Context: an optimization exercise on an open-source flow, tuned for small area, a short achievable clock period and few clock cycles. The choices shown serve that exercise and are no tape-out recipe.
Where RTL was checked, it was by simulation tests only, not by an equivalence proof against the original.
Power and IR drop assume default switching activity.

==> flow/design.v (excerpt) <==
module word_length_histogram (
  input  logic                     clk,
  input  logic                     rst,
  input  logic                     start,
  input  wlh_pkg::in_item_t        cmd,
  output logic                     busy,
  input  logic                     cfg_wr_en,
  input  logic [wlh_pkg::BAR_W-1:0] cfg_wr_data,
  output logic                     result_strobe,
  output wlh_pkg::out_item_t       result
);
export LEC_CHECK = 0
export CAP_MARGIN = 20
export CORE_MARGIN = 2
export CORE_UTILIZATION = 40
export SETUP_SLACK_MARGIN = 4.5
export SLEW_MARGIN = 20
export TNS_END_PERCENT = 5
create_clock -name core_clock -period 7.0 [get_ports {clk}]
run.sh (not shown) runs the stock make flow with config.mk's settings and CLKGATE_MAP_FILE= SYNTH_SCRIPT=/design/flow/synth_recipe.tcl, a recipe that flattens the netlist after the stock synthesis.
Next try:
Settings changed: TNS_END_PERCENT 5 to default.
Result: The changed run completed with no timing, DRC or antenna violations; clock power came out higher by 6.3%; power goes up by 6.8%; non-clock buffer count goes up by 139; hold slack degrades by 0.010 ns; register-to-register slack degrades by 0.09 ns; via count went up by 4.8%; die area stays the same; maximum frequency went down by 2.5%; synthesized area does not change.
Function was not checked in any run of this note: the RTL went through the layout flow alone.

* * *

== old ==
word_length_histogram, a different RTL version from the one above (not shown whole).
Size: about 590 flip-flops, ~77 I/O pins, about 29000 um2 of cells after synthesis.
==> flow/config.mk <==
export PLATFORM = sky130hd
export DESIGN_NAME = word_length_histogram
export DESIGN_NICKNAME = word_length_histogram
export VERILOG_FILES = /design/flow/design.v
export SDC_FILE = /design/flow/constraint.sdc
export NUM_CORES = 4
export LEC_CHECK = 0
export CAP_MARGIN = 10
export CORE_MARGIN = 2
export CORE_UTILIZATION = 40
export CTS_BUF_LIST = sky130_fd_sc_hd__clkbuf_8
export CTS_CLUSTER_SIZE = 30
export SETUP_SLACK_MARGIN = 4.5
export SLEW_MARGIN = 10
export TNS_END_PERCENT = 5
==> flow/constraint.sdc <==
create_clock -name core_clock -period 7.0 [get_ports {clk}]
set_input_delay 1.4000 -clock core_clock [delete_from_list [all_inputs] [get_ports {clk}]]
set_output_delay 1.4000 -clock core_clock [all_outputs]
set_load 0.01 [all_outputs]
standard.sh (not shown) runs the stock make flow with config.mk's settings and CLKGATE_MAP_FILE= SYNTH_SCRIPT=/design/flow/synth_recipe.tcl, a recipe that flattens the netlist after the stock synthesis.
==> flow/flow/run.sh <==
#!/bin/bash
# Standard layout, with two changes to how it is made: the port buffers are
# buf_4 cells instead of the default pick, and timing repair may resize a
# cell into any footprint. Everything else is the standard.sh.
set -euo pipefail
bash standard.sh MATCH_CELL_FOOTPRINT=0 "BUFFER_PORTS_ARGS=-buffer_cell sky130_fd_sc_hd__buf_4" finish > standard_flow.log 2>&1
old completed; timing, DRC and antenna clean
Inputs modified between old and new:
- SLEW_MARGIN now 20, was 10
- CTS_BUF_LIST no longer set, was sky130_fd_sc_hd__clkbuf_8
- CTS_CLUSTER_SIZE no longer set, was 30
- CAP_MARGIN now 20, was 10
Results
Comparing old and new, power is lower on old. When new is measured against old, its ratio of cells with drive above 1 in the final layout turns out 2.1 points lower. There was hardly any difference in power dissipated in sequential cells between new and old. Delta (new minus old): insertion delay to the later sink of the worst-skew pair fell by 0.15 ns; arrival time at the worst endpoint dropped 0.24 ns; number of vias per cell after detailed routing saw an increase. Going from old to new, the time the worst path needs with I/O delays and setup was found to have gone down by 0.054 ns. new: clock network fraction of total power 2.4 points above old. Sort old and new by clock network area share asc -> top: old. new vs. old: count of buffering cells on the critical path with inverters included went down by 20. Cmp new vs old: wire length lower in new.
Function was not checked in any run of this note: the RTL went through the layout flow alone.

* * *

v6:
word_length_histogram, a different RTL version from the one above (not shown whole).
Size in the first run: roughly 590 flip-flops, about 77 I/O pins, roughly 31,000 sq um of cells after synthesis.
Settings: LEC_CHECK=0, ABC_AREA=1, CAP_MARGIN=20, CORE_MARGIN=2, CORE_UTILIZATION=55, CTS_CLUSTER_DIAMETER=120, CTS_CLUSTER_SIZE=26, PLACE_DENSITY=0.8, SETUP_SLACK_MARGIN=4.5, SLEW_MARGIN=20, TNS_END_PERCENT=5; clock period 7.0 ns.
Scripts as last shown in full above: flow/flow/run.sh
Testbench counts of v6, summed over its fixed seeds: cycles 35,346.
For v7, these inputs were changed with respect to v6:
- swapping 4.5 for 4.8 in SETUP_SLACK_MARGIN
- clearing CTS_CLUSTER_DIAMETER, which used to be 120
- clearing CTS_CLUSTER_SIZE, which used to be 26
--- outcome ---
In v7 relative to v6, clock-buffer cell count had gone up by more than half.
Compared with v6, in v7 multi-input logic area rose by 2.6%; register area was more or less identical.
Taking v6 over v7, the amount of wire on met3 after detailed routing ratio works out to 0.924.
Switching part of the total power for v7: 2.1 points down relative to v6
Measured against each other, v7 and v6 differ in first-pass iteration count of the detailed router, the higher figure coming from v7.
v7 reports a higher power density over the cells than v6 does.
v6 → v7: utilization higher, final critical path time including I/O delays and setup higher.

* * *

Another version of the RTL of word_length_histogram (not shown whole).
Size: roughly 620 flip-flops, ~77 I/O pins, ~0.030 mm² of cells after synthesis.
export LEC_CHECK = 0
export CAP_MARGIN = 20
export CORE_MARGIN = 2
export CORE_UTILIZATION = 40
export SETUP_SLACK_MARGIN = 4.2
export SLEW_MARGIN = 20
export TNS_END_PERCENT = 5
create_clock -name core_clock -period 7.0 [get_ports {clk}]
Scripts as last shown in full above: flow/flow/run.sh
==> next run, changes <==
Settings changed: SETUP_SLACK_MARGIN 4.2 to 3.8.
After rerunning: The new run finished with timing, DRC and antenna clean. Synthesized cell count is unchanged. Via count came out lower by 2.5%. Utilization went down by 2.4 points. Count of clock-buffer cells in the layout is higher by 3. Global-route usage goes down by 0.78 points. Routed wire length goes down by 3.0%. Clock power grows by about 1%. Power goes down by 3.8%. Area after synthesis is unchanged.
==> next run, changes <==
Settings changed: SETUP_SLACK_MARGIN 3.8 to 4.5.
The changed run finished with timing, DRC and antenna clean.
Non-clock buffer count increases by 128.
Wire length grows by 3.9%.
Core utilization goes up by 3.3 points.
Sequential share of layout area drops by 3.0 points.
Hold slack is better by 0.012 ns.
Maximum frequency grows by 12%.
==> next run, changes <==
==> flow/run.sh (new file) <==
#!/bin/bash
# synth_recipe.tcl (not shown) runs the flow's synth.tcl, then flattens the netlist and writes it again
# the make line also repeats each setting of config.mk as NAME=value (left out here)
make -C /OpenROAD-flow-scripts/flow DESIGN_CONFIG=/design/flow/config.mk WORK_HOME=/design/flow/orfs CLKGATE_MAP_FILE= SYNTH_SCRIPT=/design/flow/synth_recipe.tcl finish
removed: flow/flow/run.sh
removed: flow/standard.sh
After rerunning:
- The changed run produced a clean layout
- core utilization grows by 0.44 points
- final cell count grows by 0.54%
- die area does not change
- worst hold slack hardly moves
- clock-buffer cell count shrinks by 3
- worst setup slack degrades by 0.055 ns
- global-route usage grows by 0.52 points
No run of this note included a check of the RTL's function; only the layout flow was run.

separate check: timing with driven ports:
The results above use ideal ports. As a check the final layouts listed here were re-extracted and re-timed, cells and wires unchanged. Step 1 (the two cells are an assumption about what drives the block):
set clk [get_ports {clk}]
set_driving_cell -lib_cell sky130_fd_sc_hd__clkbuf_16 $clk
set_driving_cell -lib_cell sky130_fd_sc_hd__buf_2 [delete_from_list [all_inputs] $clk]
Step 2 adds t to the input delays and takes it off the output delays; t is the mean of the earliest and latest rising clock arrival at the registers after step 1. Input paths then give back, and output paths get back, about the clock's delay inside the block. Three values: ideal ports, drivers, drivers and shift; two values: the first two.
| run | shift t [ns] | slack for setup (ns) | worst setup path at the end | latest minus earliest clock arrival (ns) | worst register clock-pin slew, ns |
|---|---|---|---|---|---|
| the first run of note 1 | 0.701 | 3.615 / 3.615 / 3.615 | register to register | 0.078 / 0.079 | 0.07 / 0.07 |
| the second run of note 1 | 0.669 | 3.527 / 3.527 / 3.527 | register to register | 0.043 / 0.043 | 0.07 / 0.07 |
| old | 0.784 | 3.911 / 3.911 / 3.625 | input to register | 0.070 / 0.069 | 0.07 / 0.07 |
| new | 0.670 | 3.965 / 3.965 / 3.623 | input to register | 0.016 / 0.016 | 0.06 / 0.06 |
| v6 | 0.666 | 4.315 / 4.257 / 3.800 | input to register | 0.024 / 0.024 | 0.12 / 0.12 |
| v7 | 0.680 | 4.281 / 4.281 / 3.665 | input to register | 0.016 / 0.015 | 0.07 / 0.07 |
| the first run of note 4 | 0.679 | 3.997 / 3.997 / 3.678 | input to register | 0.023 / 0.022 | 0.07 / 0.07 |
| the second run of note 4 | 0.675 | 3.708 / 3.708 / 3.708 | register to register | 0.032 / 0.033 | 0.07 / 0.07 |
| the third run of note 4 | 0.686 | 4.062 / 4.062 / 3.907 | input to register | 0.032 / 0.032 | 0.07 / 0.07 |
| the fourth run of note 4 | 0.665 | 4.006 / 3.973 / 3.936 | input to register | 0.040 / 0.040 | 0.06 / 0.06 |
After both steps every run listed still meets setup and hold. The setup slack of v7, which loses most, moves by 0.000 ns with the drivers and by -0.616 ns with both steps.
